What follows belongs to an exercise in optimizing a design on an open flow for small area and a short achievable clock period; a production flow would make more cautious choices.
Function was checked by simulation only, so behaviour that the tests miss may differ from the original.

==> design.v <==
package ntlm_pkg;
  localparam int MAX_CHARS       = 16;
  localparam int NUM_STAGES      = 12;
  localparam int STEPS_PER_STAGE = 4;
  localparam int STEPS_PER_ROUND = 16;
  typedef logic [31:0]            word_t;
  typedef logic [3:0]             pwd_len_t;
  typedef logic [8*MAX_CHARS-1:0] pwd_str_t;   
  typedef logic [127:0]           digest_t;    
  localparam word_t IV_A = 32'h67452301;
  localparam word_t IV_B = 32'hefcdab89;
  localparam word_t IV_C = 32'h98badcfe;
  localparam word_t IV_D = 32'h10325476;
  localparam word_t ROUND2_K = 32'h5a827999;   
  localparam word_t ROUND3_K = 32'h6ed9eba1;   
  localparam logic [4*48-1:0] STEP_WORD_IDX_TAB = {
    4'd0, 4'd1, 4'd2, 4'd3,
    4'd4, 4'd5, 4'd6, 4'd7,
    4'd8, 4'd9, 4'd10, 4'd11,
    4'd12, 4'd13, 4'd14, 4'd15,
    4'd0, 4'd4, 4'd8, 4'd12,
    4'd1, 4'd5, 4'd9, 4'd13,
    4'd2, 4'd6, 4'd10, 4'd14,
    4'd3, 4'd7, 4'd11, 4'd15,
    4'd0, 4'd8, 4'd4, 4'd12,
    4'd2, 4'd10, 4'd6, 4'd14,
    4'd1, 4'd9, 4'd5, 4'd13,
    4'd3, 4'd11, 4'd7, 4'd15
  };
  localparam logic [5*48-1:0] STEP_SHIFT_TAB = {
    5'd3, 5'd7, 5'd11, 5'd19,
    5'd3, 5'd7, 5'd11, 5'd19,
    5'd3, 5'd7, 5'd11, 5'd19,
    5'd3, 5'd7, 5'd11, 5'd19,
    5'd3, 5'd5, 5'd9, 5'd13,
    5'd3, 5'd5, 5'd9, 5'd13,
    5'd3, 5'd5, 5'd9, 5'd13,
    5'd3, 5'd5, 5'd9, 5'd13,
    5'd3, 5'd9, 5'd11, 5'd15,
    5'd3, 5'd9, 5'd11, 5'd15,
    5'd3, 5'd9, 5'd11, 5'd15,
    5'd3, 5'd9, 5'd11, 5'd15
  };
  function automatic logic [3:0] step_word_idx(input int unsigned s);
    step_word_idx = STEP_WORD_IDX_TAB[4*(47-s) +: 4];
  endfunction
  function automatic logic [4:0] step_shift(input int unsigned s);
    step_shift = STEP_SHIFT_TAB[5*(47-s) +: 5];
  endfunction
  function automatic word_t step_k(input int unsigned s);
    case (s / STEPS_PER_ROUND)
      0:       step_k = '0;
      1:       step_k = ROUND2_K;
      default: step_k = ROUND3_K;
    endcase
  endfunction
  function automatic word_t round_fn(input int unsigned s, input word_t x, input word_t y,
                                     input word_t z);
    case (s / STEPS_PER_ROUND)
      0:       round_fn = (x & y) | (~x & z);           
      1:       round_fn = (x & y) | (x & z) | (y & z);  
      default: round_fn = x ^ y ^ z;                    
    endcase
  endfunction
  function automatic word_t rotl(input word_t x, input int unsigned n);
    rotl = (x << n) | (x >> (32 - n));
  endfunction
  function automatic logic [7:0] msg_byte(input int unsigned ci, input logic [7:0] ch,
                                          input pwd_len_t len);
    if (ci < {28'd0, len})       msg_byte = ch;
    else if (ci == {28'd0, len}) msg_byte = 8'h80;
    else                         msg_byte = 8'h00;
  endfunction
  function automatic word_t msg_word(input int unsigned j, input pwd_str_t str,
                                     input pwd_len_t len);
    word_t w;
    w = '0;
    if (j < 8) begin
      w[7:0]   = msg_byte(2*j,   str[8*(15-2*j) +: 8],   len);
      w[23:16] = msg_byte(2*j+1, str[8*(14-2*j) +: 8],   len);
    end else if (j == 14) begin
      w[7:4] = len;   
    end
    msg_word = w;
  endfunction
  function automatic bit word_is_zero(input int unsigned j);
    word_is_zero = (j >= 8) && (j != 14);
  endfunction
endpackage
`timescale 1ns/10ps
module ntlm_msg_encode (
  input  ntlm_pkg::pwd_str_t         str,
  input  ntlm_pkg::pwd_len_t         len,
  output logic [32*16-1:0]           blk
);
  always_comb begin
    for (int j = 0; j < 16; j++) blk[32*j +: 32] = ntlm_pkg::msg_word(j, str, len);
  end
endmodule
`timescale 1ns/10ps
module md4_step_add #(
  parameter int RND = 0
) (
  input  ntlm_pkg::word_t b,
  input  ntlm_pkg::word_t c,
  input  ntlm_pkg::word_t d,
  input  ntlm_pkg::word_t q,
  output ntlm_pkg::word_t sum
);
  assign sum = ntlm_pkg::round_fn(RND * ntlm_pkg::STEPS_PER_ROUND, b, c, d) + q;
endmodule
module md4_step_stage #(
  parameter int STAGE_IDX = 0
) (
  input  logic                 clk,
  input  ntlm_pkg::word_t      p_in,
  input  ntlm_pkg::word_t      b_in,
  input  ntlm_pkg::word_t      c_in,
  input  ntlm_pkg::word_t      d_in,
  input  ntlm_pkg::pwd_str_t   str,
  input  ntlm_pkg::pwd_len_t   len,
  output ntlm_pkg::word_t      p_out,
  output ntlm_pkg::word_t      b_out,
  output ntlm_pkg::word_t      c_out,
  output ntlm_pkg::word_t      d_out
);
  localparam int S0   = STAGE_IDX * ntlm_pkg::STEPS_PER_STAGE;
  localparam bit LAST = (STAGE_IDX == ntlm_pkg::NUM_STAGES - 1);
  ntlm_pkg::word_t w [7];
  ntlm_pkg::word_t q [4];
  ntlm_pkg::word_t sum [4];
  ntlm_pkg::word_t p_nxt, b_nxt, c_nxt, d_nxt;
  assign w[0] = d_in;
  assign w[1] = c_in;
  assign w[2] = b_in;
  generate
    for (genvar i = 0; i < ntlm_pkg::STEPS_PER_STAGE; i++) begin : g_step
      localparam int S = S0 + i;
      if (i == 0) begin : g_q0
        assign q[i] = p_in;
      end else begin : g_qn
        assign q[i] = w[i-1] + ntlm_pkg::msg_word(ntlm_pkg::step_word_idx(S), str, len)
                      + ntlm_pkg::step_k(S);
      end
      if (S == 0) begin : g_first
        assign sum[i] = ntlm_pkg::msg_word(0, str, len)
                        + (ntlm_pkg::IV_A + ntlm_pkg::round_fn(0, ntlm_pkg::IV_B, ntlm_pkg::IV_C,
                                                               ntlm_pkg::IV_D));
      end else begin : g_add
        md4_step_add #(
          .RND(S / ntlm_pkg::STEPS_PER_ROUND)
        ) u_add (
          .b  (w[i+2]),
          .c  (w[i+1]),
          .d  (w[i]),
          .q  (q[i]),
          .sum(sum[i])
        );
      end
      assign w[i+3] = ntlm_pkg::rotl(sum[i], ntlm_pkg::step_shift(S));
    end
  endgenerate
  generate
    if (LAST) begin : g_last
      assign p_nxt = w[3] + ntlm_pkg::IV_A;
      assign d_nxt = w[4] + ntlm_pkg::IV_D;
      assign c_nxt = w[5] + ntlm_pkg::IV_C;
    end else begin : g_mid
      assign p_nxt = w[3] + ntlm_pkg::msg_word(ntlm_pkg::step_word_idx(S0 + 4), str, len)
                     + ntlm_pkg::step_k(S0 + 4);
      assign d_nxt = w[4];
      assign c_nxt = w[5];
    end
  endgenerate
  assign b_nxt = w[6];
  always_ff @(posedge clk) begin
    p_out <= p_nxt;
    b_out <= b_nxt;
    c_out <= c_nxt;
    d_out <= d_nxt;
  end
endmodule
`timescale 1ns/10ps
module md4_core (
  input  logic                                 clk,
  input  logic [128*ntlm_pkg::NUM_STAGES-1:0]  str_pipe,
  input  logic [4*ntlm_pkg::NUM_STAGES-1:0]    len_pipe,
  output ntlm_pkg::digest_t                    hash
);
  localparam int N = ntlm_pkg::NUM_STAGES;
  logic [31:0] sp [N+1];
  logic [31:0] sb [N+1];
  logic [31:0] sc [N+1];
  logic [31:0] sd [N+1];
  function automatic logic [31:0] bswap(input logic [31:0] w);
    bswap = {w[7:0], w[15:8], w[23:16], w[31:24]};
  endfunction
  assign sp[0] = '0;
  assign sb[0] = ntlm_pkg::IV_B;
  assign sc[0] = ntlm_pkg::IV_C;
  assign sd[0] = ntlm_pkg::IV_D;
  generate
    for (genvar n = 0; n < N; n++) begin : g_stage
      md4_step_stage #(
        .STAGE_IDX(n)
      ) u_stage (
        .clk  (clk),
        .p_in (sp[n]),
        .b_in (sb[n]),
        .c_in (sc[n]),
        .d_in (sd[n]),
        .str  (str_pipe[128*n +: 128]),
        .len  (len_pipe[4*n +: 4]),
        .p_out(sp[n+1]),
        .b_out(sb[n+1]),
        .c_out(sc[n+1]),
        .d_out(sd[n+1])
      );
    end
  endgenerate
  assign hash = {bswap(sp[N]),
                 bswap(sb[N] + ntlm_pkg::IV_B),
                 bswap(sc[N]),
                 bswap(sd[N])};
endmodule
`timescale 1ns/10ps
module ntlm_string_delay (
  input  logic                                 clk,
  input  ntlm_pkg::pwd_str_t                   instr,
  input  ntlm_pkg::pwd_len_t                   length,
  output logic [128*ntlm_pkg::NUM_STAGES-1:0]  str_pipe,
  output logic [4*ntlm_pkg::NUM_STAGES-1:0]    len_pipe,
  output ntlm_pkg::pwd_str_t                   outstr
);
  localparam int N = ntlm_pkg::NUM_STAGES;
  logic [127:0] sq [N+1];
  logic [3:0]   lq [N];
  always_ff @(posedge clk) begin
    sq[0] <= instr;
    lq[0] <= length;
    for (int i = 1; i <= N; i++) sq[i] <= sq[i-1];
    for (int i = 1; i < N; i++)  lq[i] <= lq[i-1];
  end
  always_comb begin
    for (int i = 0; i < N; i++) begin
      str_pipe[128*i +: 128] = sq[i];
      len_pipe[4*i +: 4]     = lq[i];
    end
  end
  assign outstr = sq[N];
endmodule
`timescale 1ns/10ps
module ntlm_hash_top (
  input  logic               clk,
  input  logic               n_rst,
  input  ntlm_pkg::pwd_str_t instr,
  input  ntlm_pkg::pwd_len_t length,
  output ntlm_pkg::digest_t  hash,
  output ntlm_pkg::pwd_str_t outstr
);
  logic [128*ntlm_pkg::NUM_STAGES-1:0] str_pipe;
  logic [4*ntlm_pkg::NUM_STAGES-1:0]   len_pipe;
  ntlm_string_delay u_str_delay (
    .clk     (clk),
    .instr   (instr),
    .length  (length),
    .str_pipe(str_pipe),
    .len_pipe(len_pipe),
    .outstr  (outstr)
  );
  md4_core u_core (
    .clk     (clk),
    .str_pipe(str_pipe),
    .len_pipe(len_pipe),
    .hash    (hash)
  );
endmodule
==> run.sh <==
#!/bin/bash
# synth_recipe.tcl (not shown) runs the flow's synth.tcl, then flattens the netlist and writes it again
# the make line also repeats each setting of config.mk as NAME=value (left out here)
make -C /OpenROAD-flow-scripts/flow DESIGN_CONFIG=/design/flow/config.mk WORK_HOME=/design/flow/orfs CLKGATE_MAP_FILE= SYNTH_SCRIPT=/design/flow/synth_recipe.tcl finish
==> config.mk <==
export PLATFORM = sky130hd
export DESIGN_NAME = ntlm_hash_top
export DESIGN_NICKNAME = ntlm_hash_top
export VERILOG_FILES = /design/flow/design.v
export SDC_FILE = /design/flow/constraint.sdc
export NUM_CORES = 4
export LEC_CHECK = 0
export CAP_MARGIN = 20
export CORE_MARGIN = 2
export CORE_UTILIZATION = 50
export PLACE_DENSITY = 0.65
export SETUP_SLACK_MARGIN = 5
export SLEW_MARGIN = 20
export SYNTH_HIERARCHICAL = 1
export SYNTH_MINIMUM_KEEP_SIZE = 0
==> constraint.sdc <==
create_clock -name core_clock -period 16.5 [get_ports {clk}]
set_input_delay 3.3000 -clock core_clock [delete_from_list [all_inputs] [get_ports {clk}]]
set_output_delay 3.3000 -clock core_clock [all_outputs]
set_load 0.01 [all_outputs]
==> results by group, run 1 <==
Run status
  – Status: complete, no violations

Detailed routing
  – DRC: 0
  – Pre-antenna DRT Iters: 9
  – Routed WL: roughly 920,000 um
  – Vias per cell: around 6
  – Per-cell routed wire length: ~29 um
  – Post-route ant nets: 0
  – Vias: 196,000
  – Initial DRC Count: 18,400

Cells and area
  – Fraction of layout cells with a size suffix above 1: 8.94%
  – Area grow syn2layout: 11.6%
  – Most common cell after layout, fill and taps aside: dfxtp_1
  – Most frequent cells in the layout: 3,220 x dfxtp_1, 2,450 x xnor2_1, 2,434 x ha_1, 2,194 x a21oi_1, 1,786 x nand2_1
  – Fillers: between 40,000 and 50,000
  – Nets: roughly 28,000

Clock tree
  – H-tree Lvls: 5
  – Clk slew on worst S/H paths: 0.07 ns
  – CTS Buf Count: ~330
  – Cts hold-fix bufs: 0
  – Clock Path Buffers: 4
  – Clock Latency Late Sink: between 1 and 1.5 ns
  – CTS tree: built
  – Root buffer cell: clkbuf_16
  – Clock sinks: 3,248

STA
  – Final setup viols: 0
  – RSZ-0062 raised after global routing: true
  – Setup_tns: 0 ns
  – Hold Vio Cnt, Final: 0
  – Tmin final: 11.31 ns
  – Tcrit/Tclk final: between 60% and 70%
  – Slew Viols, Final: 0
  – Worst setup margin: around 5.2 ns
  – Slew @ Worst Pin: ~1.3 ns
  – Slew HR: approximately an eighth
  – F_max: ~90 MHz
  – Clock Skews: ~0.080 ns

Synthesis
  – Library cells used by synthesis: around 160
  – Syn_area_per_cell: 9.01 um2
  – Post-synth ARST share: 0%
  – EDFF count, synth: 0
  – Post-synthesis register bit count: 3,248
  – Sequential share of the synthesized area: between 20% and 30%
  – Yosys warns: 94
  – Mapped cell area: ~220,000 um2
  – Post-Synthesis Cells: roughly 25,000
  – Ys flop type: dfxtp_1

Worst hold path
  – Startpoint of the worst hold path: u_str_delay.sq[7][91]$_DFF_P_
  – Hold EP: u_str_delay.sq[8][91]$_DFF_P_
  – Min-delay worst type: register to register
  – Hold Path Stages: 0

Placement
  – IO Port Bufs: 388
  – RD Place Congestion: 1.06
  – HPWL after DPL: between 700,000 and 800,000 um
  – Worst slack, placed: about 4.3 ns

Critical path
  – Crit start category: register
  – Critical path's top delay family: compound AO/OA/AOI/OAI gates
  – WP data arrival: approximately 12 ns
  – FF-to-FF End: u_core.g_stage[10].u_stage.b_out[12]$_DFF_P_
  – Critical Path RT: 17.38 ns
  – WP buf/inv: 0
  – Worst setup EP type: register
  – Max FO, Critical Path: 9
  – Crit path largest cell delay: 0.92 ns
  – WS Path Type: register to register
  – Slowest CP cell: a311oi_1
  – Worst R2R Start: u_core.g_stage[9].u_stage.b_out[24]$_DFF_P_
  – R2R cell count: 35
  – Cell mode on critical path: xnor2_1
  – R2R setup slack: between 5 and 6 ns

Global route
  – First-pass GRT wire length: between 1,000,000 and 1,500,000 um
  – Initial antenna violation count: around 140
  – Largest net degree at the start of global routing: 28
  – GRT overflow: 0
  – Total track usage: between 30 and 40%
  – Vias in the first global route: about 180k

Die
  – Ports: 390
  – Cell Rows: around 250
  – Initial Util: 50.2%
  – Die height: between 600 and 700 um
  – Core Area: 445,000 um2
  – Die Span X: between 600 and 700 um
  – Die area: roughly 450,000 um2

Flow run
  – MaxCap Viol Count: 0
-- sequential cells by signal (all words and copies together), names as in the netlist --
signal and flops:
u_core.g_stage.u_stage.c_out 384, u_str_delay.sq 1664, u_str_delay.lq 48, u_core.g_stage.u_stage.d_out 384
u_core.g_stage.u_stage.p_out 384, u_core.g_stage.u_stage.b_out 384
-- modules after synthesis (local to each module, per instance), excerpt --
module / flops+latches / area (um2) / cells inside / copies in the design
ntlm_string_delay: 1712 / 34300 / 1712 / 1
md4_core: 0 / 807 / 121 / 1
-- worst max path at each step --
stage	startpoint	end	slack, ns	depth (start not counted)
final	u_core.g_stage[9].u_stage.b_out[24]$_DFF_P_	u_core.g_stage[10].u_stage.b_out[12]$_DFF_P_	5.19	35
after global routing	u_core.g_stage[7].u_stage.b_out[17]$_DFF_P_	u_core.g_stage[8].u_stage.b_out[9]$_DFF_P_	4.92	41
after CTS	u_core.g_stage[8].u_stage.b_out[0]$_DFF_P_	u_core.g_stage[9].u_stage.b_out[12]$_DFF_P_	5.01	38
after detailed placement	u_core.g_stage[2].u_stage.b_out[0]$_DFF_P_	u_core.g_stage[3].u_stage.b_out[15]$_DFF_P_	4.33	38
after global placement	u_core.g_stage[2].u_stage.b_out[0]$_DFF_P_	u_core.g_stage[3].u_stage.b_out[15]$_DFF_P_	4.32	38
after floorplan	u_core.g_stage[2].u_stage.b_out[0]$_DFF_P_	u_core.g_stage[3].u_stage.b_out[15]$_DFF_P_	7.30	38
-- worst register-to-register path, delay by kind of cell, from the launching register on --
kind | cells | cell delay (ns)
compound gates | 15 | 4.69
xor+xnor | 9 | 2.53
simple gates | 7 | 1.74
fa+ha+maj | 4 | 1.58
flops | 1 | 0.67
-- metrics by stage --
stage	cell area, um2	hold slack [ns]	utilization [%]	cells
CTS	248000	0.293	55.7	31900
finish	250000	0.282	56.1	32100
global placement	236000	0.309	53.0	31300
detailed placement	236000	0.312	53.0	31300
global route	250000	0.296	56.0	32000
floorplan	225000	0.310	-	25100
-- timing repair --
action	CTS	global route
setup buffers	9	24
endpoints found under the setup margin	84	180
pin swaps	6	19
resized for setup	29	127
-- synth_stat cells, types with 182 or more instances --
| cell | count | share of area (%) |
|---|---|---|
| o211ai_1 | 257 | 0.86 |
| and2_1 | 302 | 0.84 |
| nand2b_1 | 259 | 0.72 |
| nand3_1 | 464 | 1.0 |
| a21o_1 | 808 | 2.7 |
| nor2b_1 | 182 | 0.51 |
| nor2_1 | 1323 | 2.2 |
| inv_1 | 1135 | 1.9 |
| xnor2_1 | 2501 | 9.8 |
| and3_1 | 270 | 0.75 |
| nor3_1 | 342 | 0.76 |
| ha_1 | 2434 | 14 |
| o21a_1 | 254 | 0.85 |
| a211oi_1 | 283 | 0.95 |
| xor2_1 | 958 | 3.7 |
| o21ai_1 | 194 | 0.43 |
| o21ai_0 | 1107 | 2.5 |
| maj3_1 | 480 | 2.1 |
| a31oi_1 | 234 | 0.65 |
| dfxtp_1 | 3248 | 29 |
| o21bai_1 | 207 | 0.69 |
| mux2_2 | 465 | 2.3 |
| nand2_1 | 1786 | 3.0 |
| a21oi_1 | 2196 | 4.9 |
| nand4_1 | 313 | 0.88 |
-- cell families (layout without fill, tap and decap cells) --
group | Yosys count | after routing | synth area share, %
muxes | 505 | 505 | 2.52
DFF | 3248 | 3248 | 29.1
and+or+nand+nor | 5983 | 5983 | 13.4
other | 2 | 461 | 0.00336
buffers and inverters | 1472 | 2341 | 2.60
adders and majority gates | 3001 | 3001 | 16.5
AOI/OAI and AO/OA | 7165 | 7165 | 22.4
xor gates and xnor gates | 3459 | 3459 | 13.5
-- per-layer routing --
layer  GRT usage (%)  wire [um]  vias to the layer above
met4            29.5      82400                       74
li1                -          -                    91700
met2            61.2     402000                     8910
met5               0        495                        -
met3            8.13      79000                     2640
met1            46.5     357000                    93100
-- area by class of cell --
class / count / area [um2] / share of cell area, %
Antenna cell: 150 / 375 / 0.150
Clock buffer: 432 / 9270 / 3.71
Clock inverter: 175 / 2400 / 0.961
Inverter: 1138 / 4280 / 1.71
Multi-Input combinational cell: 20400 / 155000 / 62.2
Sequential cell: 3248 / 65100 / 26.0
Tap cell: 5928 / 7420 / 2.97
Timing Repair Buffer: 596 / 5560 / 2.23
==> run 2: changes to the inputs <==
--- a/design.v
+++ b/design.v
@@ -3,6 +3,9 @@
   localparam int NUM_STAGES      = 12;
   localparam int STEPS_PER_STAGE = 4;
   localparam int STEPS_PER_ROUND = 16;
+  localparam int ADD_ARCH_R1     = 2;
+  localparam int ADD_ARCH_R2     = 1;
+  localparam int ADD_ARCH_R3     = 1;
   typedef logic [31:0]            word_t;
   typedef logic [3:0]             pwd_len_t;
   typedef logic [8*MAX_CHARS-1:0] pwd_str_t;   
@@ -83,6 +86,74 @@
     end
     msg_word = w;
   endfunction
+  function automatic logic [31:0] len_decode(input pwd_len_t len);
+    logic [31:0] r;
+    for (int i = 0; i < 16; i++) begin
+      r[16+i] = (i < {28'd0, len});
+      r[i]    = (i == {28'd0, len});
+    end
+    len_decode = r;
+  endfunction
+  function automatic word_t msg_word_dec(input int unsigned j, input pwd_str_t str,
+                                         input logic [31:0] dec);
+    word_t w;
+    w = '0;
+    for (int h = 0; h < 2; h++) begin
+      if (dec[16+2*j+h])   w[16*h +: 8] = str[8*(15-2*j-h) +: 8];
+      else if (dec[2*j+h]) w[16*h +: 8] = 8'h80;
+    end
+    msg_word_dec = w;
+  endfunction
+  function automatic word_t bk_add(input word_t x, input word_t y);
+    word_t g, p, h;
+    g = x & y;
+    p = x | y;
+    h = x ^ y;
+    for (int l = 0; l < 5; l++) begin
+      for (int i = (2 << l) - 1; i < 32; i += (2 << l)) begin
+        g[i] = g[i] | (p[i] & g[i-(1<<l)]);
+        p[i] = p[i] & p[i-(1<<l)];
+      end
+    end
+    for (int l = 3; l >= 0; l--) begin
+      for (int i = 3 * (1 << l) - 1; i < 32; i += (2 << l)) begin
+        g[i] = g[i] | (p[i] & g[i-(1<<l)]);
+        p[i] = p[i] & p[i-(1<<l)];
+      end
+    end
+    bk_add = h ^ {g[30:0], 1'b0};
+  endfunction
+  function automatic word_t hc_prefix(input word_t g_in, input word_t p_in);
+    word_t g, p, gn, pn;
+    g = g_in;
+    p = p_in;
+    for (int i = 1; i < 32; i += 2) begin
+      g[i] = g[i] | (p[i] & g[i-1]);
+      p[i] = p[i] & p[i-1];
+    end
+    for (int l = 1; l < 5; l++) begin
+      gn = g;
+      pn = p;
+      for (int i = 1; i < 32; i += 2) begin
+        if (i >= (1 << l)) begin
+          gn[i] = g[i] | (p[i] & g[i-(1<<l)]);
+          pn[i] = p[i] & p[i-(1<<l)];
+        end
+      end
+      g = gn;
+      p = pn;
+    end
+    for (int i = 2; i < 32; i += 2) begin
+      g[i] = g[i] | (p[i] & g[i-1]);
+    end
+    hc_prefix = g;
+  endfunction
+  function automatic word_t bk_add3(input word_t x, input word_t y, input word_t k);
+    word_t s, c;
+    s = x ^ y ^ k;
+    c = (x & y) | (x & k) | (y & k);
+    bk_add3 = bk_add(s, {c[30:0], 1'b0});
+  endfunction
   function automatic bit word_is_zero(input int unsigned j);
     word_is_zero = (j >= 8) && (j != 14);
   endfunction
@@ -99,7 +170,8 @@
 endmodule
 `timescale 1ns/10ps
 module md4_step_add #(
-  parameter int RND = 0
+  parameter int RND  = 0,
+  parameter int ARCH = 0
 ) (
   input  ntlm_pkg::word_t b,
   input  ntlm_pkg::word_t c,
@@ -107,7 +179,55 @@
   input  ntlm_pkg::word_t q,
   output ntlm_pkg::word_t sum
 );
-  assign sum = ntlm_pkg::round_fn(RND * ntlm_pkg::STEPS_PER_ROUND, b, c, d) + q;
+  ntlm_pkg::word_t f0, f1, g, p;
+  logic [31:0] gl [6];
+  logic [31:0] pl [6];
+  always_comb begin
+    case (RND)
+      0: begin f0 = d;       f1 = c;        end   
+      1: begin f0 = c & d;   f1 = c | d;    end   
+      default: begin f0 = c ^ d; f1 = ~(c ^ d); end   
+    endcase
+  end
+  assign g = (b & f1 & q) | (~b & f0 & q);
+  assign p = (b & (f1 ^ q)) | (~b & (f0 ^ q));
+  assign gl[0] = g;
+  assign pl[0] = p;
+  generate
+    for (genvar l = 0; l < 5; l++) begin : g_lvl
+      for (genvar i = 0; i < 32; i++) begin : g_bit
+        if (ARCH != 2) begin : g_ks
+          if (i >= (1 << l)) begin : g_op
+            assign gl[l+1][i] = gl[l][i] | (pl[l][i] & gl[l][i-(1<<l)]);
+            assign pl[l+1][i] = pl[l][i] & pl[l][i-(1<<l)];
+          end else begin : g_pass
+            assign gl[l+1][i] = gl[l][i];
+            assign pl[l+1][i] = pl[l][i];
+          end
+        end else begin : g_sk
+          if (((i >> l) & 1) == 1) begin : g_op
+            localparam int J = ((i >> l) << l) - 1;
+            assign gl[l+1][i] = gl[l][i] | (pl[l][i] & gl[l][J]);
+            assign pl[l+1][i] = pl[l][i] & pl[l][J];
+          end else begin : g_pass
+            assign gl[l+1][i] = gl[l][i];
+            assign pl[l+1][i] = pl[l][i];
+          end
+        end
+      end
+    end
+  endgenerate
+  generate
+    if (ARCH == 0) begin : g_plain
+      assign sum = ntlm_pkg::round_fn(RND * ntlm_pkg::STEPS_PER_ROUND, b, c, d) + q;
+    end else if (ARCH == 3) begin : g_hc
+      ntlm_pkg::word_t cg;
+      assign cg  = ntlm_pkg::hc_prefix(g, p);
+      assign sum = p ^ {cg[30:0], 1'b0};
+    end else begin : g_prefix
+      assign sum = p ^ {gl[5][30:0], 1'b0};
+    end
+  endgenerate
 endmodule
 module md4_step_stage #(
   parameter int STAGE_IDX = 0
@@ -119,6 +239,7 @@
   input  ntlm_pkg::word_t      d_in,
   input  ntlm_pkg::pwd_str_t   str,
   input  ntlm_pkg::pwd_len_t   len,
+  input  logic [31:0]          dec,    
   output ntlm_pkg::word_t      p_out,
   output ntlm_pkg::word_t      b_out,
   output ntlm_pkg::word_t      c_out,
@@ -126,6 +247,11 @@
 );
   localparam int S0   = STAGE_IDX * ntlm_pkg::STEPS_PER_STAGE;
   localparam bit LAST = (STAGE_IDX == ntlm_pkg::NUM_STAGES - 1);
+  function automatic ntlm_pkg::word_t xw(input int unsigned j, input ntlm_pkg::pwd_str_t s,
+                                        input ntlm_pkg::pwd_len_t l, input logic [31:0] dc);
+    if (STAGE_IDX == 0 && j < 8) xw = ntlm_pkg::msg_word_dec(j, s, dc);
+    else                         xw = ntlm_pkg::msg_word(j, s, l);
+  endfunction
   ntlm_pkg::word_t w [7];
   ntlm_pkg::word_t q [4];
   ntlm_pkg::word_t sum [4];
@@ -139,16 +265,21 @@
       if (i == 0) begin : g_q0
         assign q[i] = p_in;
       end else begin : g_qn
-        assign q[i] = w[i-1] + ntlm_pkg::msg_word(ntlm_pkg::step_word_idx(S), str, len)
-                      + ntlm_pkg::step_k(S);
+        if (i == 1 || STAGE_IDX == 0) begin : g_fast
+          assign q[i] = w[i-1] + xw(ntlm_pkg::step_word_idx(S), str, len, dec)
+                        + ntlm_pkg::step_k(S);
+        end else begin : g_small
+          assign q[i] = ntlm_pkg::bk_add3(w[i-1], xw(ntlm_pkg::step_word_idx(S), str, len, dec),
+                                          ntlm_pkg::step_k(S));
+        end
       end
       if (S == 0) begin : g_first
-        assign sum[i] = ntlm_pkg::msg_word(0, str, len)
-                        + (ntlm_pkg::IV_A + ntlm_pkg::round_fn(0, ntlm_pkg::IV_B, ntlm_pkg::IV_C,
-                                                               ntlm_pkg::IV_D));
+        assign sum[i] = p_in;
       end else begin : g_add
         md4_step_add #(
-          .RND(S / ntlm_pkg::STEPS_PER_ROUND)
+          .RND (S / ntlm_pkg::STEPS_PER_ROUND),
+          .ARCH(S < 16 ? ntlm_pkg::ADD_ARCH_R1 :
+                S < 32 ? ntlm_pkg::ADD_ARCH_R2 : ntlm_pkg::ADD_ARCH_R3)
         ) u_add (
           .b  (w[i+2]),
           .c  (w[i+1]),
@@ -166,8 +297,8 @@
       assign d_nxt = w[4] + ntlm_pkg::IV_D;
       assign c_nxt = w[5] + ntlm_pkg::IV_C;
     end else begin : g_mid
-      assign p_nxt = w[3] + ntlm_pkg::msg_word(ntlm_pkg::step_word_idx(S0 + 4), str, len)
-                     + ntlm_pkg::step_k(S0 + 4);
+      assign p_nxt = ntlm_pkg::bk_add3(w[3], xw(ntlm_pkg::step_word_idx(S0 + 4), str, len, dec),
+                                       ntlm_pkg::step_k(S0 + 4));
       assign d_nxt = w[4];
       assign c_nxt = w[5];
     end
@@ -185,6 +316,9 @@
   input  logic                                 clk,
   input  logic [128*ntlm_pkg::NUM_STAGES-1:0]  str_pipe,
   input  logic [4*ntlm_pkg::NUM_STAGES-1:0]    len_pipe,
+  input  logic [31:0]                          dec0,
+  input  ntlm_pkg::pwd_str_t                   instr,
+  input  ntlm_pkg::pwd_len_t                   length,
   output ntlm_pkg::digest_t                    hash
 );
   localparam int N = ntlm_pkg::NUM_STAGES;
@@ -195,7 +329,13 @@
   function automatic logic [31:0] bswap(input logic [31:0] w);
     bswap = {w[7:0], w[15:8], w[23:16], w[31:24]};
   endfunction
-  assign sp[0] = '0;
+  ntlm_pkg::word_t t0_q;
+  always_ff @(posedge clk) begin
+    t0_q <= ntlm_pkg::msg_word(0, instr, length)
+             + (ntlm_pkg::IV_A + ntlm_pkg::round_fn(0, ntlm_pkg::IV_B, ntlm_pkg::IV_C,
+                                                    ntlm_pkg::IV_D));
+  end
+  assign sp[0] = t0_q;
   assign sb[0] = ntlm_pkg::IV_B;
   assign sc[0] = ntlm_pkg::IV_C;
   assign sd[0] = ntlm_pkg::IV_D;
@@ -211,6 +351,7 @@
         .d_in (sd[n]),
         .str  (str_pipe[128*n +: 128]),
         .len  (len_pipe[4*n +: 4]),
+        .dec  (dec0),
         .p_out(sp[n+1]),
         .b_out(sb[n+1]),
         .c_out(sc[n+1]),
@@ -230,6 +371,7 @@
   input  ntlm_pkg::pwd_len_t                   length,
   output logic [128*ntlm_pkg::NUM_STAGES-1:0]  str_pipe,
   output logic [4*ntlm_pkg::NUM_STAGES-1:0]    len_pipe,
+  output logic [31:0]                          dec0,    
   output ntlm_pkg::pwd_str_t                   outstr
 );
   localparam int N = ntlm_pkg::NUM_STAGES;
@@ -238,6 +380,7 @@
   always_ff @(posedge clk) begin
     sq[0] <= instr;
     lq[0] <= length;
+    dec0  <= ntlm_pkg::len_decode(length);
     for (int i = 1; i <= N; i++) sq[i] <= sq[i-1];
     for (int i = 1; i < N; i++)  lq[i] <= lq[i-1];
   end
@@ -260,18 +403,23 @@
 );
   logic [128*ntlm_pkg::NUM_STAGES-1:0] str_pipe;
   logic [4*ntlm_pkg::NUM_STAGES-1:0]   len_pipe;
+  logic [31:0]                         dec0;
   ntlm_string_delay u_str_delay (
     .clk     (clk),
     .instr   (instr),
     .length  (length),
     .str_pipe(str_pipe),
     .len_pipe(len_pipe),
+    .dec0    (dec0),
     .outstr  (outstr)
   );
   md4_core u_core (
     .clk     (clk),
     .str_pipe(str_pipe),
     .len_pipe(len_pipe),
+    .dec0    (dec0),
+    .instr   (instr),
+    .length  (length),
     .hash    (hash)
   );
 endmodule
==> flow/run.sh (new file) <==
#!/bin/bash
set -euo pipefail
MARGIN=8.5
# 1. the standard synthesis, unchanged
bash standard.sh synth > synth.log 2>&1
# 2. the rest of the standard flow, with the larger repair margin
sed "s#CLKGATE_MAP_FILE= #CLKGATE_MAP_FILE= SETUP_SLACK_MARGIN=${MARGIN} #" standard.sh > standard_margin.sh
grep -q "SETUP_SLACK_MARGIN=${MARGIN}" standard_margin.sh
bash standard_margin.sh finish > layout.log 2>&1
test -f out/final.def
==> standard.sh (new file) <==
#!/bin/bash
# synth_recipe.tcl (not shown) runs the flow's synth.tcl, then flattens the netlist and writes it again
# the make line also repeats each setting of config.mk as NAME=value (left out here)
make -C /OpenROAD-flow-scripts/flow DESIGN_CONFIG=/design/flow/config.mk WORK_HOME=/design/flow/orfs CLKGATE_MAP_FILE= SYNTH_SCRIPT=/design/flow/synth_recipe.tcl "${@:-finish}"
==> config.mk (replaced) <==
export PLATFORM = sky130hd
export DESIGN_NAME = ntlm_hash_top
export DESIGN_NICKNAME = ntlm_hash_top
export VERILOG_FILES = /design/flow/design.v
export SDC_FILE = /design/flow/constraint.sdc
export NUM_CORES = 4
export LEC_CHECK = 0
export ABC_AREA = 1
export CAP_MARGIN = 20
export CORE_MARGIN = 2
export CORE_UTILIZATION = 45
export SLEW_MARGIN = 20
export SYNTH_HIERARCHICAL = 1
export SYNTH_MINIMUM_KEEP_SIZE = 0
removed: run.sh
==> results by group, run 2 <==
Run status
  – Status: complete, no violations

Global route
  – Vias in the first global route: 280,000
  – First-pass GRT wire length: 1,880,000 um
  – Total track usage: approximately two fifths
  – Largest net degree at the start of global routing: 40
  – Initial antenna violation count: between 100 and 150
  – GRT overflow: 0

Synthesis
  – Syn_area_per_cell: 5.91 um2
  – Post-Synthesis Cells: 50,100
  – Yosys warns: 100
  – Mapped cell area: 296,000 um2

Detailed routing
  – Routed WL: roughly 1,300,000 um
  – Per-cell routed wire length: 22.0 um
  – DRC: 0
  – Pre-antenna DRT Iters: 10
  – Vias: a little over 300k
  – Vias per cell: approximately 5
  – Initial DRC Count: around 29,000
  – Post-route ant nets: 0

Worst hold path
  – Hold Path Stages: 0
  – Hold EP: u_str_delay.sq[9][102]$_DFF_P_
  – Startpoint of the worst hold path: u_str_delay.sq[8][102]$_DFF_P_
  – Min-delay worst type: register to register

STA
  – F_max: 128 MHz
  – Slew Viols, Final: 0
  – Tmin final: ~8 ns
  – Setup_tns: 0 ns
  – Tcrit/Tclk final: 47.2%
  – RSZ-0062 raised after global routing: true
  – Slew HR: between 10% and 20%
  – Hold Vio Cnt, Final: 0
  – Final setup viols: 0
  – Clock Skews: between 0.15 and 0.2 ns
  – Slew @ Worst Pin: 1.27 ns

Critical path
  – WS Path Type: register to register
  – Max FO, Critical Path: 5
  – WP data arrival: 8.75 ns
  – R2R cell count: 44
  – FF-to-FF End: u_core.g_stage[6].u_stage.b_out[29]$_DFF_P_
  – R2R setup slack: between 8 and 9 ns
  – Slowest CP cell: dfxtp_1
  – Worst R2R Start: u_str_delay.sq[6][28]$_DFF_P_
  – Crit path largest cell delay: between 0.9 and 1 ns
  – Crit start category: register
  – Cell mode on critical path: nand2_1
  – Worst setup EP type: register
  – Critical Path RT: 17.46 ns

Cells and area
  – Largest register FFs: between 1,500 and 2,000
  – Fraction of layout cells with a size suffix above 1: between 10% and 20%
  – Final Core Density: between 50% and 60%
  – Nets: approximately 54,000
  – Biggest register: u_str_delay.sq
  – Most frequent cells in the layout: 18,500 x nand2_1, 10,700 x inv_1, 2,868 x dfxtp_1, 2,808 x nand3_1, 2,713 x nor2_1
  – Most common cell after layout, fill and taps aside: nand2_1
  – Area grow syn2layout: 12.6%

Clock tree
  – Root buffer cell: clkbuf_16
  – H-tree Lvls: 5
  – CTS tree: built
  – Clock Path Buffers: 4
  – Cts hold-fix bufs: 0
  – Clock Latency Late Sink: approximately 1.2 ns
  – Clock sinks: ~3,300
  – Clk slew on worst S/H paths: ~0.060 ns
  – CTS Buf Count: 366

Die
  – Ports: 390
  – Die area: 665,000 um2
  – Cell Rows: between 200 and 300
  – Core Area: approximately 660,000 um2
  – Die height: between 800 and 900 um
  – Die Span X: 816 um
  – Initial Util: 45.1%

Placement
  – IO Port Bufs: between 300 and 400
  – RD Place Congestion: approximately 1.1
  – HPWL after DPL: around 1,200,000 um

Flow run
  – MaxCap Viol Count: 0
[run 2: area by class of cell]
cell class                 count  area (um2)
clock buffer                 457       10000
fill                       68200      324000
clock inverter               223        3070
timing repair buffer         774        6970
multi-input combinational  35800      193000
antenna                      100         250
sequential                  3288       66500
tap                         8700       10900
inverter                   11300       42600
[run 2: how the worst max path moves through the flow]
stage                                                startpoint                                           to  slack (ns)  depth (start not counted)
detailed placement                 u_str_delay.lq[7][1]$_DFF_P_   u_core.g_stage[7].u_stage.b_out[9]$_DFF_P_        7.15                         50
floorplan                          u_str_delay.lq[5][2]$_DFF_P_   u_core.g_stage[5].u_stage.b_out[9]$_DFF_P_       10.28                         58
global placement                   u_str_delay.lq[7][2]$_DFF_P_   u_core.g_stage[7].u_stage.b_out[9]$_DFF_P_        7.23                         50
CTS                 u_core.g_stage[7].u_stage.c_out[11]$_DFF_P_   u_core.g_stage[8].u_stage.b_out[5]$_DFF_P_        8.49                         55
finish                            u_str_delay.sq[6][28]$_DFF_P_  u_core.g_stage[6].u_stage.b_out[29]$_DFF_P_        8.71                         44
global route                       u_str_delay.lq[1][0]$_DFF_P_  u_core.g_stage[1].u_stage.b_out[29]$_DFF_P_        8.39                         53
[run 2: what timing repair did]
item / 4_1_cts / 5_1_grt
setup endpoints to repair: 324 / 369
pin swaps: 12 / 124
cloned: 0 / 2
resized for setup: 329 / 1041
setup buffers: 6 / 135
[run 2: routing by layer]
metal | track usage, % | part of all wire (%) | vias to the layer above
met3 | 7.20 | 8.2 | 3021
li1 | - | - | 152000
met1 | 47.5 | 40 | 141000
met4 | 25.9 | 8.1 | 44
met5 | 0 | 0.022 | -
met2 | 61.3 | 43 | 11600
[run 2: worst max-delay path: cells and delay by family (launching register included)]
kind	cells	cell delay, ns
flops	1	0.95
simple gates	34	4.35
xor+xnor	2	0.65
compound gates	1	0.41
fa+ha+maj	4	1.16
buf+inv	3	0.19
[run 2: per-stage QoR]
stage	cells	hold slack, ns	worst slack, ns	instance area [um2]
2_1_floorplan	50500	0.310	10.28	298000
3_3_place_gp	59800	0.309	7.23	314000
3_5_place_dp	59800	0.312	7.15	314000
4_1_cts	60500	0.248	8.49	329000
5_1_grt	60700	0.240	8.39	334000
6_report	60700	0.256	8.71	334000
==> run 3: changes to the inputs <==
--- a/design.v
+++ b/design.v
@@ -234,6 +234,7 @@
 ) (
   input  logic                 clk,
   input  ntlm_pkg::word_t      p_in,
+  input  ntlm_pkg::word_t      r_in,
   input  ntlm_pkg::word_t      b_in,
   input  ntlm_pkg::word_t      c_in,
   input  ntlm_pkg::word_t      d_in,
@@ -241,6 +242,7 @@
   input  ntlm_pkg::pwd_len_t   len,
   input  logic [31:0]          dec,    
   output ntlm_pkg::word_t      p_out,
+  output ntlm_pkg::word_t      r_out,
   output ntlm_pkg::word_t      b_out,
   output ntlm_pkg::word_t      c_out,
   output ntlm_pkg::word_t      d_out
@@ -255,7 +257,7 @@
   ntlm_pkg::word_t w [7];
   ntlm_pkg::word_t q [4];
   ntlm_pkg::word_t sum [4];
-  ntlm_pkg::word_t p_nxt, b_nxt, c_nxt, d_nxt;
+  ntlm_pkg::word_t p_nxt, r_nxt, b_nxt, c_nxt, d_nxt;
   assign w[0] = d_in;
   assign w[1] = c_in;
   assign w[2] = b_in;
@@ -265,7 +267,9 @@
       if (i == 0) begin : g_q0
         assign q[i] = p_in;
       end else begin : g_qn
-        if (i == 1 || STAGE_IDX == 0) begin : g_fast
+        if (i == 1 && STAGE_IDX != 0) begin : g_q1
+          assign q[i] = r_in;
+        end else if (STAGE_IDX == 0) begin : g_fast
           assign q[i] = w[i-1] + xw(ntlm_pkg::step_word_idx(S), str, len, dec)
                         + ntlm_pkg::step_k(S);
         end else begin : g_small
@@ -294,11 +298,14 @@
   generate
     if (LAST) begin : g_last
       assign p_nxt = w[3] + ntlm_pkg::IV_A;
+      assign r_nxt = '0;
       assign d_nxt = w[4] + ntlm_pkg::IV_D;
       assign c_nxt = w[5] + ntlm_pkg::IV_C;
     end else begin : g_mid
       assign p_nxt = ntlm_pkg::bk_add3(w[3], xw(ntlm_pkg::step_word_idx(S0 + 4), str, len, dec),
                                        ntlm_pkg::step_k(S0 + 4));
+      assign r_nxt = ntlm_pkg::bk_add3(w[4], xw(ntlm_pkg::step_word_idx(S0 + 5), str, len, dec),
+                                       ntlm_pkg::step_k(S0 + 5));
       assign d_nxt = w[4];
       assign c_nxt = w[5];
     end
@@ -306,6 +313,7 @@
   assign b_nxt = w[6];
   always_ff @(posedge clk) begin
     p_out <= p_nxt;
+    r_out <= r_nxt;
     b_out <= b_nxt;
     c_out <= c_nxt;
     d_out <= d_nxt;
@@ -323,6 +331,7 @@
 );
   localparam int N = ntlm_pkg::NUM_STAGES;
   logic [31:0] sp [N+1];
+  logic [31:0] sr [N+1];
   logic [31:0] sb [N+1];
   logic [31:0] sc [N+1];
   logic [31:0] sd [N+1];
@@ -336,6 +345,7 @@
                                                     ntlm_pkg::IV_D));
   end
   assign sp[0] = t0_q;
+  assign sr[0] = '0;
   assign sb[0] = ntlm_pkg::IV_B;
   assign sc[0] = ntlm_pkg::IV_C;
   assign sd[0] = ntlm_pkg::IV_D;
@@ -346,6 +356,7 @@
       ) u_stage (
         .clk  (clk),
         .p_in (sp[n]),
+        .r_in (sr[n]),
         .b_in (sb[n]),
         .c_in (sc[n]),
         .d_in (sd[n]),
@@ -353,6 +364,7 @@
         .len  (len_pipe[4*n +: 4]),
         .dec  (dec0),
         .p_out(sp[n+1]),
+        .r_out(sr[n+1]),
         .b_out(sb[n+1]),
         .c_out(sc[n+1]),
         .d_out(sd[n+1])
--- a/flow/run.sh
+++ b/flow/run.sh
@@ -1,6 +1,6 @@
 #!/bin/bash
 set -euo pipefail
-MARGIN=8.5
+MARGIN=9.5
 # 1. the standard synthesis, unchanged
 bash standard.sh synth > synth.log 2>&1
 # 2. the rest of the standard flow, with the larger repair margin
==> results by group, run 3 <==
Die
  – Initial Util: 45.1%
  – Die height: 824 um
  – Die area: ~680,000 um2
  – Ports: 390
  – Die Span X: 824 um
  – Cell Rows: 301
  – Core Area: between 600,000 and 700,000 um2

Critical path
  – WP data arrival: slightly below 8 ns
  – Crit start category: register
  – Slowest CP cell: xor2_1
  – R2R setup slack: a little under 10 ns
  – FF-to-FF End: u_core.g_stage[5].u_stage.b_out[28]$_DFF_P_
  – CP startpoint: u_core.g_stage[4].u_stage.b_out[1]$_DFF_P_
  – WS Path Type: register to register
  – Max FO, Critical Path: 7
  – Worst setup EP type: register
  – Critical Path RT: 17.46 ns
  – R2R cell count: 51
  – Crit path largest cell delay: slightly below 0.7 ns
  – Worst R2R Start: u_core.g_stage[4].u_stage.b_out[1]$_DFF_P_
  – Cell mode on critical path: nand2_2

Global route
  – Initial antenna violation count: between 100 and 150
  – Vias in the first global route: ~280k
  – GR peak layer: met2
  – GRT overflow: 0
  – First-pass GRT wire length: about 1,800,000 um
  – Met1 track demand over resource: between 40% and 50%
  – Total track usage: between 30% and 40%
  – Grt met3 use: 5.23%
  – Met2 Use GR: roughly 64%
  – Largest net degree at the start of global routing: 27

Synthesis
  – Mapped cell area: ~300,000 um2
  – Yosys warns: 102
  – Syn_area_per_cell: slightly above 6 um2
  – Post-Synthesis Cells: 49,800

Cells and area
  – Nets: about 55,000
  – Most frequent cells in the layout: 17,300 x nand2_1, 10,700 x inv_1, 2,931 x dfxtp_1, 2,608 x nand3_1, 2,455 x nor2_1
  – Biggest register: u_str_delay.sq
  – Fraction of layout cells with a size suffix above 1: around 16%
  – Most common cell after layout, fill and taps aside: nand2_1
  – Area grow syn2layout: 18.2%
  – Final Core Density: a little over half
  – Largest register FFs: 1,664

Detailed routing
  – Per-cell routed wire length: about 21 um
  – Routed WL: between 1,000,000 and 1,500,000 um
  – Vias per cell: between 4 and 5
  – DRC: 0
  – Pre-antenna DRT Iters: 9
  – Initial DRC Count: around 22,000
  – Vias: between 300k and 400k
  – Post-route ant nets: 0

Clock tree
  – Clock Path Buffers: 4
  – H-tree Lvls: 5
  – Root buffer cell: clkbuf_16
  – CTS Buf Count: approximately 400
  – Clock sinks: roughly 3,600
  – CTS tree: built
  – Clock Latency Late Sink: between 1 and 1.5 ns
  – Clk slew on worst S/H paths: ~0.060 ns
  – Cts hold-fix bufs: 0

STA
  – Hold slack: ~0.26 ns
  – RSZ-0062 raised after global routing: true
  – Slew HR: 11.3%
  – Slew Viols, Final: 0
  – Hold Vio Cnt, Final: 0
  – Tmin final: just under 7 ns
  – Setup_tns: 0 ns
  – Clock Skews: 0.140 ns
  – Slew @ Worst Pin: 1.33 ns
  – Final setup viols: 0
  – F_max: roughly 150 MHz
  – Tcrit/Tclk final: about two fifths

Worst hold path
  – Hold Path Stages: 0
  – Hold EP: u_str_delay.sq[9][14]$_DFF_P_
  – Startpoint of the worst hold path: u_str_delay.sq[8][14]$_DFF_P_
  – Min-delay worst type: register to register

Run status
  – Status: complete, no violations

Placement
  – RD Place Congestion: between 0.9 and 1
  – IO Port Bufs: between 300 and 400
  – HPWL after DPL: 1,120,000 um

Flow run
  – MaxCap Viol Count: 0
-- run 3: worst max path at each step --
stage / endpoint
final: u_core.g_stage[5].u_stage.b_out[28]$_DFF_P_
after global routing: u_core.g_stage[9].u_stage.b_out[9]$_DFF_P_
after CTS: u_core.g_stage[4].u_stage.b_out[29]$_DFF_P_
after detailed placement: u_core.g_stage[4].u_stage.b_out[29]$_DFF_P_
after global placement: u_core.g_stage[4].u_stage.b_out[0]$_DFF_P_
after floorplan: u_core.g_stage[3].u_stage.b_out[4]$_DFF_P_
-- run 3: final cells by class --
type,instances,area [um2]
clock buffers,501,11000
multi-input cells,35000,201000
flip-flops and latches,3580,73600
inverters,11500,43100
clock inverters,250,3530
diodes,198,495
repair buffers,1607,14300
fillers,68200,313000
well taps,8938,11200
-- run 3: repair_timing --
| action | CTS | global route |
|---|---|---|
| setup buffers | 209 | 680 |
| resized for setup | 1610 | 2422 |
| gates cloned | 1 | 6 |
| setup endpoints to repair | 610 | 398 |
| pin swaps | 128 | 546 |
-- run 3: through the flow --
step / setup WS, ns / cell area, um2 / std cells
3_5_place_dp: 7.31 / 322000 / 59700
4_1_cts: 9.46 / 343000 / 60700
2_1_floorplan: 10.36 / 304000 / 50200
3_3_place_gp: 7.35 / 321000 / 59700
5_1_grt: 9.34 / 358000 / 61500
6_report: 9.75 / 358000 / 61600
-- run 3: routing by layer --
layer | wire, um | part of all wire [%]
met5 | 228 | 0.017
met4 | 125000 | 9.6
met3 | 79600 | 6.1
met2 | 611000 | 47
met1 | 494000 | 38
-- run 3: critical path: cells and delay by family, from the launching register on --
family / cells / cell delay, ns
adder cells (fa/ha/maj): 2 / 0.37
AO/OA/AOI/OAI: 1 / 0.23
buffers and inverters: 6 / 0.45
XOR/XNOR: 2 / 1.02
flip-flops: 1 / 0.34
AND/OR/NAND/NOR: 40 / 4.18
==> run 4: changes to the inputs <==
--- a/config.mk
+++ b/config.mk
@@ -8,7 +8,7 @@
 export ABC_AREA = 1
 export CAP_MARGIN = 20
 export CORE_MARGIN = 2
-export CORE_UTILIZATION = 45
+export CORE_UTILIZATION = 50
 export SLEW_MARGIN = 20
 export SYNTH_HIERARCHICAL = 1
 export SYNTH_MINIMUM_KEEP_SIZE = 0
==> results by group, run 4 <==
Run status
  – Status: complete, no violations

Worst hold path
  – Startpoint of the worst hold path: u_str_delay.sq[7][46]$_DFF_P_
  – Min-delay worst type: register to register
  – Hold EP: u_str_delay.sq[8][46]$_DFF_P_
  – Hold Path Stages: 0

Placement
  – RD Place Congestion: roughly 1.0
  – HPWL after DPL: about 1,100,000 um
  – IO Port Bufs: slightly below 400

Critical path
  – Crit path depth: 55
  – R2R cell count: 55
  – WS Path Type: register to register
  – Crit path largest cell delay: 0.51 ns
  – Crit start category: register
  – Slowest CP cell: xor2_1
  – Critical Path RT: 17.42 ns
  – Max FO, Critical Path: 4
  – FF-to-FF End: u_core.g_stage[5].u_stage.b_out[4]$_DFF_P_
  – Critical path's top delay family: simple AND/OR/NAND/NOR gates
  – R2R setup slack: 9.67 ns
  – Cell mode on critical path: nand2_1
  – WP buf/inv: 7
  – Worst setup EP type: register
  – WP data arrival: approximately 7.8 ns
  – Worst R2R Start: u_core.g_stage[4].u_stage.b_out[1]$_DFF_P_

Cells and area
  – Area grow syn2layout: 17.3%
  – Most frequent cells in the layout: 17,400 x nand2_1, 10,700 x inv_1, 2,933 x dfxtp_1, 2,598 x nand3_1, 2,445 x nor2_1
  – Most common cell after layout, fill and taps aside: nand2_1
  – Fillers: 58,300
  – Largest register FFs: ~1,700
  – Fraction of layout cells with a size suffix above 1: between 15 and 20%
  – Nets: 54,600
  – Biggest register: u_str_delay.sq
  – Final Core Density: between 50% and 60%

Die
  – Core Area: around 600,000 um2
  – Initial Util: between 50% and 60%
  – Die area: 612,000 um2
  – Cell Rows: 285
  – Ports: a little under 400
  – Die height: 782 um
  – Die Span X: 782 um

Global route
  – Largest net degree at the start of global routing: 25
  – First-pass GRT wire length: about 1,800,000 um
  – Total track usage: between 40% and 50%
  – Initial antenna violation count: 139
  – Vias in the first global route: approximately 280k
  – GRT overflow: 0

Clock tree
  – Clock sinks: 3,580
  – Clock Path Buffers: 4
  – Clk slew on worst S/H paths: 0.07 ns
  – H-tree Lvls: 5
  – Clock Latency Late Sink: 1.12 ns
  – CTS Buf Count: approximately 390
  – Cts hold-fix bufs: 0
  – Root buffer cell: clkbuf_16
  – CTS tree: built

Detailed routing
  – Pre-antenna DRT Iters: 10
  – Initial DRC Count: approximately 25,000
  – DRC: 0
  – Vias: between 300k and 400k
  – Routed WL: about 1,300,000 um
  – Post-route ant nets: 0
  – Vias per cell: between 5 and 6
  – Per-cell routed wire length: ~21 um

Flow run
  – MaxCap Viol Count: 0

Synthesis
  – Mapped cell area: slightly above 300,000 um2
  – Syn_area_per_cell: roughly 6 um2
  – Post-Synthesis Cells: approximately 50,000
  – Yosys warns: roughly 100

STA
  – Setup_tns: 0 ns
  – Slew Viols, Final: 0
  – Final setup viols: 0
  – Hold slack: about 0.27 ns
  – Tcrit/Tclk final: 41.4%
  – Clock Skews: ~0.13 ns
  – RSZ-0062 raised after global routing: true
  – Slew @ Worst Pin: about 1.3 ns
  – F_max: 146 MHz
  – Tmin final: about 7 ns
  – Slew HR: between 10% and 20%
  – Hold Vio Cnt, Final: 0
[run 4: cell types whose count changed in the layout (fill, tap and decap cells not counted), moves of 13 or more]
cell,before,now
nand2_1,17345,17400
clkinv_4,36,17
dfxtp_4,454,477
nand2_4,644,609
buf_12,84,44
buf_4,1070,1124
inv_2,712,725
diode_2,198,76
dfxtp_2,195,170
xor2_1,1056,1081
nand3_2,230,243
clkbuf_16,404,389
xor2_2,145,123
[run 4: how the worst max path moves through the flow]
stage,startpoint,endpoint,slack (ns)
global placement,u_core.g_stage[4].u_stage.b_out[1]$_DFF_P_,u_core.g_stage[5].u_stage.b_out[29]$_DFF_P_,7.60
finish,u_core.g_stage[4].u_stage.b_out[1]$_DFF_P_,u_core.g_stage[5].u_stage.b_out[4]$_DFF_P_,9.67
CTS,u_core.g_stage[0].u_stage.b_out[4]$_DFF_P_,u_core.g_stage[1].u_stage.b_out[4]$_DFF_P_,9.46
global route,u_core.g_stage[1].u_stage.b_out[1]$_DFF_P_,u_core.g_stage[2].u_stage.b_out[9]$_DFF_P_,9.29
floorplan,u_core.g_stage[2].u_stage.b_out[1]$_DFF_P_,u_core.g_stage[3].u_stage.b_out[4]$_DFF_P_,10.36
detailed placement,u_core.g_stage[7].u_stage.b_out[8]$_DFF_P_,u_core.g_stage[8].u_stage.b_out[1]$_DFF_P_,7.53
[run 4: metrics by stage]
stage | cells | instance area [um2] | setup slack [ns]
global placement | 58800 | 320000 | 7.60
CTS | 59800 | 341000 | 9.46
global route | 60500 | 355000 | 9.29
finish | 60500 | 355000 | 9.67
floorplan | 50200 | 304000 | 10.36
detailed placement | 58800 | 320000 | 7.53
[run 4: cell type report]
class	instances	area [um2]	share of cell area [%]
multi-input combinational	35000	200000	56.4
sequential	3580	73700	20.7
inverter	11500	43100	12.1
timing repair buffer	1634	14100	3.97
clock buffer	492	10800	3.03
tap	8036	10100	2.83
clock inverter	226	3150	0.886
antenna	76	190	0.0535
[run 4: timing repair]
| item | CTS | global route |
|---|---|---|
| buffers inserted | 220 | 706 |
| setup endpoints to repair | 619 | 381 |
| resized for setup | 1513 | 2447 |
| pin swaps | 116 | 518 |
| gates cloned | 2 | 6 |
[run 4: layer usage]
metal,vias to the layer above,global-route usage [%],share of wire [%]
met5,-,0,0.031
met4,60,36.6,11
met3,4248,6.75,7.2
met2,11400,67.1,45
met1,140000,43.6,36
li1,152000,-,-

[afterwards: timing with drivers on the ports]
In the flow no input, the clock included, has a driving cell. The finished layouts below were timed again as built, in two steps. Step 1 assumes that a clkbuf_16 drives the clock port and a buf_2 every other input. Step 2 adds t to the input delays and takes it off the output delays; t is the mean of the earliest and latest rising clock arrival at the registers after step 1. Input paths then give back, and output paths get back, about the clock's delay inside the block. a / b / c = no drivers / after step 1 / after step 2; a / b = the first two.
run	t (ns)	setup slack, ns	worst setup path at the end	worst data-port slew with drivers (ns)	pins driven straight from the clock port
run 1	1.103	5.192 / 5.192 / 5.192	register to register	0.10	1
run 2	1.232	8.712 / 8.712 / 8.712	register to register	0.25	1
run 3	1.212	9.747 / 9.609 / 9.747	register to register	0.21	1
run 4	1.211	9.673 / 9.673 / 9.673	register to register	0.12	1
After both steps every run listed still meets setup and hold.
